This design comes from an exercise in tuning for small area on the open sky130 flow, not from production work. Function was checked by simulation only, so behaviour that the tests miss may differ from the original. Power is estimated from default activity; no workload was simulated.

==> flow/design.v, too long to show whole: its modules and the start of the top module <==
// module ldpc_cnu_top: 553 lines
// module cnu_oai22: 10 lines
// module cnu_lt5c: 14 lines
// module cnu_nor2: 8 lines
// module cnu_maj3: 9 lines
module ldpc_cnu_top
(
	input  logic         clk,
	input  logic         rst,
	input  logic         in_valid,
	input  logic [119:0] v2c,
	output logic         out_valid,
	output logic [119:0] c2v
);
  // ...
==> flow/flow/run.sh <==
#!/bin/bash
# Standard ORFS layout with four changes: logic cells are swapped for the
# smallest of their family after floorplan (timing repair later sizes up
# what it needs), ports get the smallest buffer, the clock tree uses
# clkbuf_4 in clusters of up to 10 sinks without dummy loads, and
# non-critical cells are downsized after global routing.
set -euo pipefail
V=(
	"BUFFER_PORTS_ARGS=-buffer_cell sky130_fd_sc_hd__buf_1"
	"CTS_ARGS=-sink_clustering_enable -repair_clock_nets -dont_use_dummy_load -sink_clustering_size 10 -sink_clustering_max_diameter 50 -buf_list {sky130_fd_sc_hd__clkbuf_4}"
	"RECOVER_POWER=100"
)
bash standard.sh "${V[@]}" synth > flow_synth.log 2>&1
bash standard.sh "${V[@]}" floorplan > flow_floorplan.log 2>&1
openroad -no_init -exit flow/downsize.tcl > flow_downsize.log 2>&1
bash standard.sh "${V[@]}" finish > flow_finish.log 2>&1
==> flow/flow/downsize.tcl <==
# Swap every logic cell for the smallest cell of its family; the later
# timing repair (CTS and global route stages) sizes up what timing needs.
set res orfs/results/sky130hd/ldpc_cnu_top/base
read_db $res/2_floorplan.odb
array set m {
  sky130_fd_sc_hd__a2111o_2 sky130_fd_sc_hd__a2111o_1
  sky130_fd_sc_hd__a2111o_4 sky130_fd_sc_hd__a2111o_1
  sky130_fd_sc_hd__a2111oi_1 sky130_fd_sc_hd__a2111oi_0
  sky130_fd_sc_hd__a2111oi_2 sky130_fd_sc_hd__a2111oi_0
  sky130_fd_sc_hd__a2111oi_4 sky130_fd_sc_hd__a2111oi_0
  sky130_fd_sc_hd__a211o_2 sky130_fd_sc_hd__a211o_1
  sky130_fd_sc_hd__a211o_4 sky130_fd_sc_hd__a211o_1
  sky130_fd_sc_hd__a211oi_2 sky130_fd_sc_hd__a211oi_1
  sky130_fd_sc_hd__a211oi_4 sky130_fd_sc_hd__a211oi_1
  sky130_fd_sc_hd__a21bo_4 sky130_fd_sc_hd__a21bo_1
  sky130_fd_sc_hd__a21boi_2 sky130_fd_sc_hd__a21boi_0
  sky130_fd_sc_hd__a21boi_4 sky130_fd_sc_hd__a21boi_0
  sky130_fd_sc_hd__a21o_2 sky130_fd_sc_hd__a21o_1
  sky130_fd_sc_hd__a21o_4 sky130_fd_sc_hd__a21o_1
  sky130_fd_sc_hd__a21oi_2 sky130_fd_sc_hd__a21oi_1
  sky130_fd_sc_hd__a21oi_4 sky130_fd_sc_hd__a21oi_1
  sky130_fd_sc_hd__a221o_2 sky130_fd_sc_hd__a221o_1
  sky130_fd_sc_hd__a221o_4 sky130_fd_sc_hd__a221o_1
  sky130_fd_sc_hd__a221oi_2 sky130_fd_sc_hd__a221oi_1
  sky130_fd_sc_hd__a221oi_4 sky130_fd_sc_hd__a221oi_1
  sky130_fd_sc_hd__a22o_2 sky130_fd_sc_hd__a22o_1
  sky130_fd_sc_hd__a22o_4 sky130_fd_sc_hd__a22o_1
  sky130_fd_sc_hd__a22oi_2 sky130_fd_sc_hd__a22oi_1
  sky130_fd_sc_hd__a22oi_4 sky130_fd_sc_hd__a22oi_1
  sky130_fd_sc_hd__a2bb2o_2 sky130_fd_sc_hd__a2bb2o_1
  sky130_fd_sc_hd__a2bb2o_4 sky130_fd_sc_hd__a2bb2o_1
  sky130_fd_sc_hd__a2bb2oi_2 sky130_fd_sc_hd__a2bb2oi_1
  sky130_fd_sc_hd__a2bb2oi_4 sky130_fd_sc_hd__a2bb2oi_1
  sky130_fd_sc_hd__a311o_2 sky130_fd_sc_hd__a311o_1
  sky130_fd_sc_hd__a311o_4 sky130_fd_sc_hd__a311o_1
  sky130_fd_sc_hd__a311oi_2 sky130_fd_sc_hd__a311oi_1
  sky130_fd_sc_hd__a311oi_4 sky130_fd_sc_hd__a311oi_1
  sky130_fd_sc_hd__a31o_4 sky130_fd_sc_hd__a31o_1
  sky130_fd_sc_hd__a31oi_2 sky130_fd_sc_hd__a31oi_1
  sky130_fd_sc_hd__a31oi_4 sky130_fd_sc_hd__a31oi_1
  sky130_fd_sc_hd__a32o_2 sky130_fd_sc_hd__a32o_1
  sky130_fd_sc_hd__a32o_4 sky130_fd_sc_hd__a32o_1
  sky130_fd_sc_hd__a32oi_2 sky130_fd_sc_hd__a32oi_1
  sky130_fd_sc_hd__a32oi_4 sky130_fd_sc_hd__a32oi_1
  sky130_fd_sc_hd__a41o_2 sky130_fd_sc_hd__a41o_1
  sky130_fd_sc_hd__a41o_4 sky130_fd_sc_hd__a41o_1
  sky130_fd_sc_hd__a41oi_2 sky130_fd_sc_hd__a41oi_1
  sky130_fd_sc_hd__a41oi_4 sky130_fd_sc_hd__a41oi_1
  sky130_fd_sc_hd__and2_2 sky130_fd_sc_hd__and2_0
  sky130_fd_sc_hd__and2_4 sky130_fd_sc_hd__and2_0
  sky130_fd_sc_hd__and2b_2 sky130_fd_sc_hd__and2b_1
  sky130_fd_sc_hd__and2b_4 sky130_fd_sc_hd__and2b_1
  sky130_fd_sc_hd__and3_2 sky130_fd_sc_hd__and3_1
  sky130_fd_sc_hd__and3_4 sky130_fd_sc_hd__and3_1
  sky130_fd_sc_hd__and3b_2 sky130_fd_sc_hd__and3b_1
  sky130_fd_sc_hd__and3b_4 sky130_fd_sc_hd__and3b_1
  sky130_fd_sc_hd__and4_2 sky130_fd_sc_hd__and4_1
  sky130_fd_sc_hd__and4_4 sky130_fd_sc_hd__and4_1
  sky130_fd_sc_hd__and4b_2 sky130_fd_sc_hd__and4b_1
  sky130_fd_sc_hd__and4b_4 sky130_fd_sc_hd__and4b_1
  sky130_fd_sc_hd__and4bb_4 sky130_fd_sc_hd__and4bb_1
  sky130_fd_sc_hd__bufbuf_16 sky130_fd_sc_hd__bufbuf_8
  sky130_fd_sc_hd__fa_2 sky130_fd_sc_hd__fa_1
  sky130_fd_sc_hd__fa_4 sky130_fd_sc_hd__fa_1
  sky130_fd_sc_hd__ha_2 sky130_fd_sc_hd__ha_1
  sky130_fd_sc_hd__ha_4 sky130_fd_sc_hd__ha_1
  sky130_fd_sc_hd__inv_12 sky130_fd_sc_hd__inv_1
  sky130_fd_sc_hd__inv_16 sky130_fd_sc_hd__inv_1
  sky130_fd_sc_hd__inv_4 sky130_fd_sc_hd__inv_1
  sky130_fd_sc_hd__inv_6 sky130_fd_sc_hd__inv_1
  sky130_fd_sc_hd__inv_8 sky130_fd_sc_hd__inv_1
  sky130_fd_sc_hd__maj3_2 sky130_fd_sc_hd__maj3_1
  sky130_fd_sc_hd__maj3_4 sky130_fd_sc_hd__maj3_1
  sky130_fd_sc_hd__mux2_4 sky130_fd_sc_hd__mux2_1
  sky130_fd_sc_hd__mux2_8 sky130_fd_sc_hd__mux2_1
  sky130_fd_sc_hd__mux2i_2 sky130_fd_sc_hd__mux2i_1
  sky130_fd_sc_hd__mux2i_4 sky130_fd_sc_hd__mux2i_1
  sky130_fd_sc_hd__mux4_1 sky130_fd_sc_hd__mux4_2
  sky130_fd_sc_hd__mux4_4 sky130_fd_sc_hd__mux4_2
  sky130_fd_sc_hd__nand2_2 sky130_fd_sc_hd__nand2_1
  sky130_fd_sc_hd__nand2_4 sky130_fd_sc_hd__nand2_1
  sky130_fd_sc_hd__nand2_8 sky130_fd_sc_hd__nand2_1
  sky130_fd_sc_hd__nand2b_2 sky130_fd_sc_hd__nand2b_1
  sky130_fd_sc_hd__nand2b_4 sky130_fd_sc_hd__nand2b_1
  sky130_fd_sc_hd__nand3_2 sky130_fd_sc_hd__nand3_1
  sky130_fd_sc_hd__nand3_4 sky130_fd_sc_hd__nand3_1
  sky130_fd_sc_hd__nand3b_2 sky130_fd_sc_hd__nand3b_1
  sky130_fd_sc_hd__nand3b_4 sky130_fd_sc_hd__nand3b_1
  sky130_fd_sc_hd__nand4_2 sky130_fd_sc_hd__nand4_1
  sky130_fd_sc_hd__nand4_4 sky130_fd_sc_hd__nand4_1
  sky130_fd_sc_hd__nand4b_2 sky130_fd_sc_hd__nand4b_1
  sky130_fd_sc_hd__nand4b_4 sky130_fd_sc_hd__nand4b_1
  sky130_fd_sc_hd__nand4bb_2 sky130_fd_sc_hd__nand4bb_1
  sky130_fd_sc_hd__nand4bb_4 sky130_fd_sc_hd__nand4bb_1
  sky130_fd_sc_hd__nor2_2 sky130_fd_sc_hd__nor2_1
  sky130_fd_sc_hd__nor2_4 sky130_fd_sc_hd__nor2_1
  sky130_fd_sc_hd__nor2_8 sky130_fd_sc_hd__nor2_1
  sky130_fd_sc_hd__nor2b_2 sky130_fd_sc_hd__nor2b_1
  sky130_fd_sc_hd__nor2b_4 sky130_fd_sc_hd__nor2b_1
  sky130_fd_sc_hd__nor3_2 sky130_fd_sc_hd__nor3_1
  sky130_fd_sc_hd__nor3_4 sky130_fd_sc_hd__nor3_1
  sky130_fd_sc_hd__nor3b_2 sky130_fd_sc_hd__nor3b_1
  sky130_fd_sc_hd__nor3b_4 sky130_fd_sc_hd__nor3b_1
  sky130_fd_sc_hd__nor4_2 sky130_fd_sc_hd__nor4_1
  sky130_fd_sc_hd__nor4_4 sky130_fd_sc_hd__nor4_1
  sky130_fd_sc_hd__nor4b_2 sky130_fd_sc_hd__nor4b_1
  sky130_fd_sc_hd__nor4b_4 sky130_fd_sc_hd__nor4b_1
  sky130_fd_sc_hd__nor4bb_2 sky130_fd_sc_hd__nor4bb_1
  sky130_fd_sc_hd__nor4bb_4 sky130_fd_sc_hd__nor4bb_1
  sky130_fd_sc_hd__o2111a_2 sky130_fd_sc_hd__o2111a_1
  sky130_fd_sc_hd__o2111a_4 sky130_fd_sc_hd__o2111a_1
  sky130_fd_sc_hd__o2111ai_2 sky130_fd_sc_hd__o2111ai_1
  sky130_fd_sc_hd__o2111ai_4 sky130_fd_sc_hd__o2111ai_1
  sky130_fd_sc_hd__o211a_4 sky130_fd_sc_hd__o211a_1
  sky130_fd_sc_hd__o211ai_2 sky130_fd_sc_hd__o211ai_1
  sky130_fd_sc_hd__o211ai_4 sky130_fd_sc_hd__o211ai_1
  sky130_fd_sc_hd__o21a_2 sky130_fd_sc_hd__o21a_1
  sky130_fd_sc_hd__o21a_4 sky130_fd_sc_hd__o21a_1
  sky130_fd_sc_hd__o21ai_2 sky130_fd_sc_hd__o21ai_0
  sky130_fd_sc_hd__o21ai_4 sky130_fd_sc_hd__o21ai_0
  sky130_fd_sc_hd__o21ba_4 sky130_fd_sc_hd__o21ba_1
  sky130_fd_sc_hd__o21bai_2 sky130_fd_sc_hd__o21bai_1
  sky130_fd_sc_hd__o21bai_4 sky130_fd_sc_hd__o21bai_1
  sky130_fd_sc_hd__o221a_4 sky130_fd_sc_hd__o221a_1
  sky130_fd_sc_hd__o221ai_2 sky130_fd_sc_hd__o221ai_1
  sky130_fd_sc_hd__o221ai_4 sky130_fd_sc_hd__o221ai_1
  sky130_fd_sc_hd__o22a_2 sky130_fd_sc_hd__o22a_1
  sky130_fd_sc_hd__o22a_4 sky130_fd_sc_hd__o22a_1
  sky130_fd_sc_hd__o22ai_2 sky130_fd_sc_hd__o22ai_1
  sky130_fd_sc_hd__o22ai_4 sky130_fd_sc_hd__o22ai_1
  sky130_fd_sc_hd__o2bb2a_2 sky130_fd_sc_hd__o2bb2a_1
  sky130_fd_sc_hd__o2bb2a_4 sky130_fd_sc_hd__o2bb2a_1
  sky130_fd_sc_hd__o2bb2ai_2 sky130_fd_sc_hd__o2bb2ai_1
  sky130_fd_sc_hd__o2bb2ai_4 sky130_fd_sc_hd__o2bb2ai_1
  sky130_fd_sc_hd__o311a_2 sky130_fd_sc_hd__o311a_1
  sky130_fd_sc_hd__o311a_4 sky130_fd_sc_hd__o311a_1
  sky130_fd_sc_hd__o311ai_2 sky130_fd_sc_hd__o311ai_0
  sky130_fd_sc_hd__o311ai_4 sky130_fd_sc_hd__o311ai_0
  sky130_fd_sc_hd__o31a_2 sky130_fd_sc_hd__o31a_1
  sky130_fd_sc_hd__o31a_4 sky130_fd_sc_hd__o31a_1
  sky130_fd_sc_hd__o31ai_2 sky130_fd_sc_hd__o31ai_1
  sky130_fd_sc_hd__o31ai_4 sky130_fd_sc_hd__o31ai_1
  sky130_fd_sc_hd__o32a_2 sky130_fd_sc_hd__o32a_1
  sky130_fd_sc_hd__o32a_4 sky130_fd_sc_hd__o32a_1
  sky130_fd_sc_hd__o32ai_2 sky130_fd_sc_hd__o32ai_1
  sky130_fd_sc_hd__o32ai_4 sky130_fd_sc_hd__o32ai_1
  sky130_fd_sc_hd__o41a_2 sky130_fd_sc_hd__o41a_1
  sky130_fd_sc_hd__o41a_4 sky130_fd_sc_hd__o41a_1
  sky130_fd_sc_hd__o41ai_2 sky130_fd_sc_hd__o41ai_1
  sky130_fd_sc_hd__o41ai_4 sky130_fd_sc_hd__o41ai_1
  sky130_fd_sc_hd__or2_4 sky130_fd_sc_hd__or2_0
  sky130_fd_sc_hd__or2b_2 sky130_fd_sc_hd__or2b_1
  sky130_fd_sc_hd__or2b_4 sky130_fd_sc_hd__or2b_1
  sky130_fd_sc_hd__or3_2 sky130_fd_sc_hd__or3_1
  sky130_fd_sc_hd__or3_4 sky130_fd_sc_hd__or3_1
  sky130_fd_sc_hd__or3b_4 sky130_fd_sc_hd__or3b_1
  sky130_fd_sc_hd__or4_2 sky130_fd_sc_hd__or4_1
  sky130_fd_sc_hd__or4_4 sky130_fd_sc_hd__or4_1
  sky130_fd_sc_hd__or4b_4 sky130_fd_sc_hd__or4b_1
  sky130_fd_sc_hd__or4bb_2 sky130_fd_sc_hd__or4bb_1
  sky130_fd_sc_hd__or4bb_4 sky130_fd_sc_hd__or4bb_1
  sky130_fd_sc_hd__xnor2_2 sky130_fd_sc_hd__xnor2_1
  sky130_fd_sc_hd__xnor2_4 sky130_fd_sc_hd__xnor2_1
  sky130_fd_sc_hd__xnor3_2 sky130_fd_sc_hd__xnor3_1
  sky130_fd_sc_hd__xnor3_4 sky130_fd_sc_hd__xnor3_1
  sky130_fd_sc_hd__xor2_2 sky130_fd_sc_hd__xor2_1
  sky130_fd_sc_hd__xor2_4 sky130_fd_sc_hd__xor2_1
  sky130_fd_sc_hd__xor3_2 sky130_fd_sc_hd__xor3_1
  sky130_fd_sc_hd__xor3_4 sky130_fd_sc_hd__xor3_1
}
set db [ord::get_db]
set n 0
foreach inst [[ord::get_db_block] getInsts] {
	set master [[$inst getMaster] getName]
	if {[info exists m($master)]} {
		$inst swapMaster [$db findMaster $m($master)]
		incr n
	}
}
puts "downsized $n instances"
write_db $res/2_floorplan.odb
==> flow/standard.sh <==
#!/bin/bash
# synth_recipe.tcl (not shown) runs the flow's synth.tcl, then flattens the netlist and writes it again
# the make line also repeats each setting of config.mk as NAME=value (left out here)
make -C /OpenROAD-flow-scripts/flow DESIGN_CONFIG=/design/flow/config.mk WORK_HOME=/design/flow/orfs CLKGATE_MAP_FILE= SYNTH_SCRIPT=/design/flow/synth_recipe.tcl "${@:-finish}"
==> flow/config.mk <==
export PLATFORM = sky130hd
export DESIGN_NAME = ldpc_cnu_top
export DESIGN_NICKNAME = ldpc_cnu_top
export VERILOG_FILES = /design/flow/design.v
export SDC_FILE = /design/flow/constraint.sdc
export NUM_CORES = 4
export LEC_CHECK = 0
export CAP_MARGIN = 20
export CORE_MARGIN = 2
export CORE_UTILIZATION = 60
export GPL_TIMING_DRIVEN = 0
export SLEW_MARGIN = 20
export SYNTH_HIERARCHICAL = 1
==> flow/constraint.sdc <==
create_clock -name core_clock -period 3.3 [get_ports {clk}]
set_input_delay 0.6600 -clock core_clock [delete_from_list [all_inputs] [get_ports {clk}]]
set_output_delay 0.6600 -clock core_clock [all_outputs]
set_load 0.01 [all_outputs]
==> results.cfg, run 1 <==
[outcome]
status = no timing/DRC/antenna violations

[placement]
hpwlAfterDp_mm = 19.24
gp_congestion = 0.9144
dp_cells = 1702

[clock_network]
cts_sinks = 302
clk_path_buf_depth = 3
cts_setup_buffers = 0
cts_inserted_buffers = 39
path_clk_slew_ns = 0.10
htreeDepth = 2

[hold_path]
min_path_cells = 2
min_to = s1_sgn[3]

[logic_synthesis]
yosysTopAreaCell = dfxtp_1
synthXorXnorAreaFrac_pct = 4.836
yosysMostFrequentCell = dfxtp_1
synth_seq_cells = 302
yosysSeqAreaShare_pct = 51.02
synthAdderAreaFrac_pct = 15.58
yosysWarnings = 17
ys_async_sr_fraction_pct = 0
synth_flop_cell = dfxtp_1

[power_and_ir_drop]
pwr-share-seq_pct = 55.7
switching_share_pct = 32.91
p_clk_share_pct = 15.0

[route]
post_drt_wl_per_cell_um = 14.61
num_vias = 9625
first_pass_iters = 5
wl_met2_mm = 12.23

[worst_setup_path]
cp_data_arrival_time_ns = 3.63
worst_r2r_endpoint = r2_wb[2]
reg2reg_depth = 9

[grt]
antenna_found_initial = 2
grt_overflow = 0

[floorplanning]
core.rowCount = 51

[cells_and_area]
drive_above_1_share_pct = 4.949
design_area_um2 = 13250
multi_input_area_um2 = 5074
seq_area_um2 = 6052
num-clock-buffers = 39
clkCellAreaFrac_pct = 2.209
==> run 2, diff against run 1 <==
--- a/flow/flow/downsize.tcl
+++ b/flow/flow/downsize.tcl
@@ -1,5 +1,7 @@
-# Swap every logic cell for the smallest cell of its family; the later
+# Remove the buffers synthesis inserted and swap every logic cell for the smallest cell of its family; the later
 # timing repair (CTS and global route stages) sizes up what timing needs.
 set res orfs/results/sky130hd/ldpc_cnu_top/base
+read_liberty $::env(FLOW_HOME)/platforms/sky130hd/lib/sky130_fd_sc_hd__tt_025C_1v80.lib
 read_db $res/2_floorplan.odb
+remove_buffers
 array set m {
--- a/flow/config.mk
+++ b/flow/config.mk
@@ -11,2 +11,3 @@
 export GPL_TIMING_DRIVEN = 0
+export SETUP_SLACK_MARGIN = 0.05
 export SLEW_MARGIN = 20
==> results.cfg, run 2 <==
[worst_setup_path]
r2r_start = r1_m1_2[0]
critical_path_required_ns = 3.76
cp_max_fo = 14
reg2reg_depth = 10
critPathLaunchType = flop
end_kind = flop
cp_data_arrival_time_ns = 3.64
worst_r2r_endpoint = r2_lx[1]
critical_path_class = reg -> reg
critPathLaunch = r1_m1_2[0]
reg2reg_slack_ns = 0.12

[grt]
antenna_found_initial = 1
grt_pass1_vias = 8465
grt_overflow = 0
grt_max_degree = 21
grt_pass1_wl_mm = 38.69
grtUsageTotal_pct = 22.61

[logic_synthesis]
yosysTopAreaCell = dfxtp_1
synth.top_cells.by_count = dfxtp_1 (302), o22ai_1 (232), maj3_2 (164)
netlist_instances = 1194
synth_seq_cells = 302
synthesis.area_um2 = 11850
syn_avg_cell_area_um2 = 9.925
syn_nets = 1317
synth_flop_cell = dfxtp_1
yosysMostFrequentCell = dfxtp_1
yosysSeqAreaShare_pct = 51.02
synth_cell_types = 37
yosysTopAreaCellShare_pct = 51.02
synth_edf_count = 0
yosysWarnings = 17
ys_async_sr_fraction_pct = 0
netlist_top_cells_area = dfxtp_1 (51%), maj3_2 (16%), o22ai_1 (12%)

[cells_and_area]
most-common-layout-cells = dfxtp_1 (300), buf_1 (240), o22ai_1 (229), maj3_1 (157), inv_1 (126)
drive_above_1_share_pct = 4.870
largest_reg_flops = 100
regMostFlops = q_sgn
seq_area_um2 = 6048
final_common_cell = dfxtp_1
n_fill_cell = 1597
final_nets = 1583
multi_input_area_um2 = 5106
stdcell_count = 1724
top_regs = q_sgn x100, q_m1 x25, q_m2 x25
area_delta_synth_final_pct = 11.49

[power_and_ir_drop]
pwr-share-seq_pct = 56.1
p_comb_share_pct = 29.4
power_density_nw_per_um2 = 776.8
cellLeakagePower_uw = 0.005226
p_clk_share_pct = 14.6
p_switching_uw = 3384
max-vdd-ir-drop_v = 0.0005349
internal_power_uw = 6878
switching_share_pct = 32.97

[hold_path]
min_to = vld[0]
hold_start = in_valid
min_path_cells = 2
worstHoldPathType = in -> reg

[route]
drt_first_iter_violations = 678
ant_nets = 0
num_vias = 9634
wl_mm = 25.19
routed_via_density = 5.588
post_drt_wl_per_cell_um = 14.61
first_pass_iters = 8
remaining_drc_errors = 0

[timing]
slew_violations = 0
finalHoldViolCount = 0
fin_skew_ns = 0.08806
period_minus_slack_ns = 3.177
layout_worst_path_cycle_share_pct = 96.28
setup_tns_ns = 0
slew_headroom_pct = 21.22
setup_violations = 0
worst_slew_pin_slew_ns = 1.182
hold_slack_ns = 0.2670
clock.fmax_ghz = 0.3147

[clock_network]
cts_tree = built
clk_path_buf_depth = 3
cts_sinks = 302
hold_buffers = 0
cts_inserted_buffers = 36
clk_latency_ns = 0.62
ctsRootBufferMaster = clkbuf_4
path_clk_slew_ns = 0.10
htreeDepth = 2

[placement]
dp_cells = 1678
gp_congestion = 0.9255
port_buffers = 243
hpwlAfterDp_mm = 18.53

[floorplanning]
num_io_pins = 244
start_util_pct = 61.09
fp.dieArea_um2 = 20890
die_y_um = 144.5
core.rowCount = 51
die_w_um = 144.5
core_area_um2 = 19400

[outcome]
status = no timing/DRC/antenna violations

[job]
cap_violations = 0
==> run 2: cell counts after synthesis <==
Identical to the previous run, type by type.
==> run 2: worst max path at each step <==
stage                  to
3_5_place_dp   r1_m2_1[0]
4_1_cts          r2_lx[0]
6_report         r2_lx[1]
3_3_place_gp   r1_m2_2[0]
5_1_grt          r2_wb[4]
2_1_floorplan    r2_gx[0]
==> run 2: worst max-delay path: stages, from the launching register on <==
cell	delay, ns
dfxtp_1	0.36
inv_1	0.12
nor2_1	0.06
maj3_1	0.36
maj3_1	0.36
maj3_1	0.36
maj3_1	0.48
nor2_1	0.21
nand3_4	0.23
o22ai_1	0.40
nor3_1	0.12
==> run 2: what timing repair did <==
item                       CTS  global route
gates resized for setup     13            17
setup endpoints to repair   20            16
pin swaps                    1             6
buffers inserted             5             4
==> run 2: through the flow <==
step,worst slack [ns],total power [uW],util (%),instance area (um2)
after floorplan,0.3844,7830,-,11850
after global placement,-0.2235,8588,65.86,12780
after detailed placement,-0.2631,8685,65.86,12780
after CTS,0.05627,10240,67.67,13130
after global routing,-0.004699,10920,68.11,13210
final,0.1226,10260,68.11,13210
==> run 2: cells by family (layout without fill, tap and decap cells) <==
logic type | Yosys count | count (layout) | synth area share (%)
buffers and inverters | 150 | 414 | 4.878
multiplexers | 5 | 5 | 0.4224
XOR/XNOR | 63 | 63 | 4.836
other | 0 | 1 | 0
adder cells (fa/ha/maj) | 164 | 164 | 15.58
AO/OA/AOI/OAI | 276 | 276 | 14.34
flip-flops | 302 | 302 | 51.02
AND/OR/NAND/NOR | 234 | 234 | 8.922
==> run 2: layout make-up <==
| cell class | instances | area share (%) |
|---|---|---|
| diodes | 1 | 0.01894 |
| clock buffers | 36 | 2.046 |
| inverters | 126 | 3.580 |
| multi-input cells | 742 | 38.65 |
| flip-flops and latches | 302 | 45.78 |
| well taps | 265 | 2.510 |
| repair buffers | 252 | 7.415 |
==> run 2: Yosys stat by module, one instance, submodules excluded, a selection <==
module	cell area [um2]	copies in the design	cells inside
cnu_maj3	11.26	164	1
cnu_oai22	6.256	100	1
ldpc_cnu_top	9224	1	889
cnu_nor2	3.754	41	1
==> run 2: layer usage <==
| metal | vias to the layer above | GRT usage, % | part of all wire (%) |
|---|---|---|---|
| met4 | 0 | 7.869 | 2.9 |
| met5 | - | 0 | 0 |
| li1 | 4764 | - | - |
| met2 | 499 | 40.16 | 47 |
| met1 | 4302 | 27.78 | 42 |
| met3 | 69 | 3.709 | 7.9 |
==> run 2: power by group through the flow <==
stage | clock network (uW) | logic, uW | registers (uW)
6_report | 1490 | 3010 | 5760
5_1_grt | 1710 | 3310 | 5900
4_1_cts | 1570 | 2910 | 5750
3_5_place_dp | 0 | 2840 | 5840
3_3_place_gp | 0 | 2800 | 5780
2_1_floorplan | 0 | 2160 | 5660
==> run 3, diff against run 2 <==
--- a/flow/flow/run.sh
+++ b/flow/flow/run.sh
@@ -4,3 +4,3 @@
 # what it needs), ports get the smallest buffer, the clock tree uses
-# clkbuf_4 in clusters of up to 10 sinks without dummy loads, and
+# clkbuf_4 in clusters of up to 12 sinks without dummy loads, and
 # non-critical cells are downsized after global routing.
@@ -9,3 +9,3 @@
 	"BUFFER_PORTS_ARGS=-buffer_cell sky130_fd_sc_hd__buf_1"
-	"CTS_ARGS=-sink_clustering_enable -repair_clock_nets -dont_use_dummy_load -sink_clustering_size 10 -sink_clustering_max_diameter 50 -buf_list {sky130_fd_sc_hd__clkbuf_4}"
+	"CTS_ARGS=-sink_clustering_enable -repair_clock_nets -dont_use_dummy_load -sink_clustering_size 12 -sink_clustering_max_diameter 50 -buf_list {sky130_fd_sc_hd__clkbuf_4}"
 	"RECOVER_POWER=100"
==> results.cfg, run 3 <==
[outcome]
status = no timing/DRC/antenna violations

[power_and_ir_drop]
finalPower_uw = 10110
max-vdd-ir-drop_v = 0.0005349
internal_power_uw = 6765
p_comb_share_pct = 29.5
pwr-share-seq_pct = 56.9
p_clk_share_pct = 13.6
cellLeakagePower_uw = 0.005183
power_density_nw_per_um2 = 769.5
p_switching_uw = 3344
switching_share_pct = 33.08

[timing]
worst_slew_pin_slew_ns = 1.176
fin_skew_ns = 0.04258
slew_violations = 0
period_minus_slack_ns = 3.234
slew_headroom_pct = 21.62
setup_violations = 0
clock.fmax_ghz = 0.3092
finalHoldViolCount = 0
rsz0062_at_grt = true
layout_worst_path_cycle_share_pct = 98.01
setup_tns_ns = 0

[cells_and_area]
drive_above_1_share_pct = 4.207
area_delta_synth_final_pct = 10.85
design_area_um2 = 13140
regMostFlops = q_sgn
most-common-layout-cells = dfxtp_1 (299), buf_1 (240), o22ai_1 (230), maj3_1 (158), inv_1 (126)
final_common_cell = dfxtp_1
n_fill_cell = 1608
top_regs = q_sgn x100, q_m1 x25, q_m2 x25
final_nets = 1575
largest_reg_flops = 100

[clock_network]
cts_tree = built
ctsRootBufferMaster = clkbuf_4
clk_latency_ns = 0.66
clk_path_buf_depth = 3
hold_buffers = 0
path_clk_slew_ns = 0.12
htreeDepth = 1
cts_inserted_buffers = 30
cts_sinks = 302

[hold_path]
worstHoldPathType = in -> reg
min_to = vld[0]
hold_start = in_valid
min_path_cells = 2

[floorplanning]
die_y_um = 144.5
num_io_pins = 244
fp.dieArea_um2 = 20890
core.rowCount = 51
start_util_pct = 61.09
die_w_um = 144.5
core_area_um2 = 19400

[route]
drt_first_iter_violations = 621
routed_via_density = 5.589
first_pass_iters = 6
num_vias = 9591
post_drt_wl_per_cell_um = 14.52
ant_nets = 0
remaining_drc_errors = 0
wl_mm = 24.92

[logic_synthesis]
yosysWarnings = 17
synth_flop_cell = dfxtp_1
synth_edf_count = 0
yosysTopAreaCellShare_pct = 51.02
yosysTopAreaCell = dfxtp_1
synth_cell_types = 37
syn_avg_cell_area_um2 = 9.925
yosysMostFrequentCell = dfxtp_1
synthesis.area_um2 = 11850
synth.top_cells.by_count = dfxtp_1 (302), o22ai_1 (232), maj3_2 (164)
netlist_top_cells_area = dfxtp_1 (51%), maj3_2 (16%), o22ai_1 (12%)
syn_nets = 1317
ys_async_sr_fraction_pct = 0
synth_seq_cells = 302
netlist_instances = 1194
yosysSeqAreaShare_pct = 51.02

[placement]
hpwlAfterDp_mm = 18.53
port_buffers = 243
place_area_um2 = 12780
gp_congestion = 0.9255

[worst_setup_path]
reg2reg_slack_ns = 0.07
crit_chain = inv_1 > nor2_1 > maj3_1 > maj3_1 > maj3_1 > maj3_1 > or4_4 > nor2_1 > nor3_1
end_kind = flop
critical_path_class = reg -> reg
critical_path_required_ns = 3.85
cp_max_fo = 15
r2r_start = r1_m1_0[0]
crit_slowest_cell = or4_4
cp_data_arrival_time_ns = 3.78
cp_common_cell = maj3_1
reg2reg_depth = 9
path_buf_inv = 1
worst_r2r_endpoint = r2_wb[4]
critical_path.max_stage_delay_ns = 0.70
critPathLaunchType = flop
critPathTopFamily = adder cells

[job]
cap_violations = 0

[grt]
grt_max_degree = 21
grtUsageTotal_pct = 22.41
grt_pass1_wl_mm = 38.65
grt_pass1_vias = 8424
antenna_found_initial = 1
grt_overflow = 0
## run 3: cell counts after synthesis
No cell type changed its count.
## run 3: per-stage QoR
step           worst slack, ns  instances  utilization (%)  hold slack (ns)
2_1_floorplan           0.3844       1194                -           0.3096
3_3_place_gp           -0.2235       1678            65.86           0.3095
3_5_place_dp           -0.2631       1678            65.86           0.3121
4_1_cts                0.04593       1713            67.50           0.1578
5_1_grt               0.004084       1716            67.72           0.1659
6_report               0.06553       1716            67.72           0.2166
## run 3: worst reg2reg max path, delay by kind of cell, from the launching register on
family / cells / cell delay [ns]
fa+ha+maj: 4 / 1.61
flops: 1 / 0.34
simple gates: 4 / 1.07
buf+inv: 1 / 0.12
## run 3: power by group through the flow
stage	combinational, uW	sequential (uW)	clock [uW]
6_report	2980	5750	1380
5_1_grt	3280	5900	1590
3_5_place_dp	2840	5840	0
3_3_place_gp	2800	5780	0
4_1_cts	2920	5750	1460
2_1_floorplan	2160	5660	0
## run 3: layout make-up
cell class | instances | area (um2) | share of cell area [%]
sequential | 302 | 6050 | 46.05
inverter | 126 | 473.0 | 3.600
tap | 265 | 331.6 | 2.524
timing repair buffer | 250 | 962.2 | 7.325
clock buffer | 30 | 225.2 | 1.714
antenna | 1 | 2.502 | 0.01905
multi-input combinational | 742 | 5092 | 38.77
## run 3: per-module statistics from Yosys (local to each module, per instance), excerpt
module,flip-flops and latches,area [um2],cells
cnu_oai22,0,6.256,1
ldpc_cnu_top,302,9224,889
cnu_nor2,0,3.754,1
cnu_maj3,0,11.26,1
## run 3: cells by family after synthesis
group,share of synthesized area (%)
AOI/OAI and AO/OA,14.34
xor gates and xnor gates,4.836
adders and majority gates,15.58
buffers and inverters,4.878
DFF,51.02
muxes,0.4224
and+or+nand+nor,8.922
## run 3: worst max-delay path by stage
| stage | depth (start not counted) | from | slack, ns | end |
|---|---|---|---|---|
| after floorplan | 11 | r1_m1_0[0] | 0.38 | r2_gx[0] |
| after global placement | 11 | v2c[48] | -0.22 | r1_m2_2[0] |
| after detailed placement | 11 | v2c[24] | -0.26 | r1_m2_1[0] |
| after CTS | 11 | r1_m1_2[0] | 0.05 | r2_ra[4] |
| after global routing | 11 | r1_m1_1[0] | 0.004 | r2_ra[4] |
| final | 9 | r1_m1_0[0] | 0.07 | r2_wb[4] |
## run 3: routing by layer
layer | vias to the layer above | routed length [um] | track usage, %
met4 | 0 | 535 | 6.643
met5 | - | 0 | 0
met3 | 54 | 1762 | 3.444
met2 | 457 | 11970 | 39.81
li1 | 4753 | - | -
met1 | 4327 | 10650 | 28.19
## run 3: repair_timing
action                     4_1_cts  5_1_grt
pin swaps                        1        4
setup buffers                    5        2
resized for setup               15       12
setup endpoints to repair       20       17

## port drivers added, routing unchanged
The flow's constraints put no driver on any port. The routed layouts listed below were extracted and timed again, unchanged, in two steps.
Step 1, drivers: a clkbuf_16 drives clk and a buf_2 each remaining input, both assumed.
Step 2 moves the port delays by t, midway between the first and last clock arrival at a register: inputs arrive t later, outputs are due t later. That takes back most of the time a late clock gives input paths.
Slacks: ideal / step 1 / step 2; pairs: ideal / step 1.
run | t (ns) | setup WS [ns] | latest minus earliest clock arrival (ns)
run 1 | 0.634 | 0.074 / 0.074 / -0.329 | 0.111 / 0.111
run 2 | 0.618 | 0.123 / 0.123 / -0.330 | 0.088 / 0.088
run 3 | 0.678 | 0.066 / 0.066 / -0.332 | 0.044 / 0.044
With both steps, setup timing fails in every run listed, where it was met with ideal ports. For run 2, which loses most, drivers alone change the setup slack by 0.000 ns; drivers and shift together by -0.453 ns.
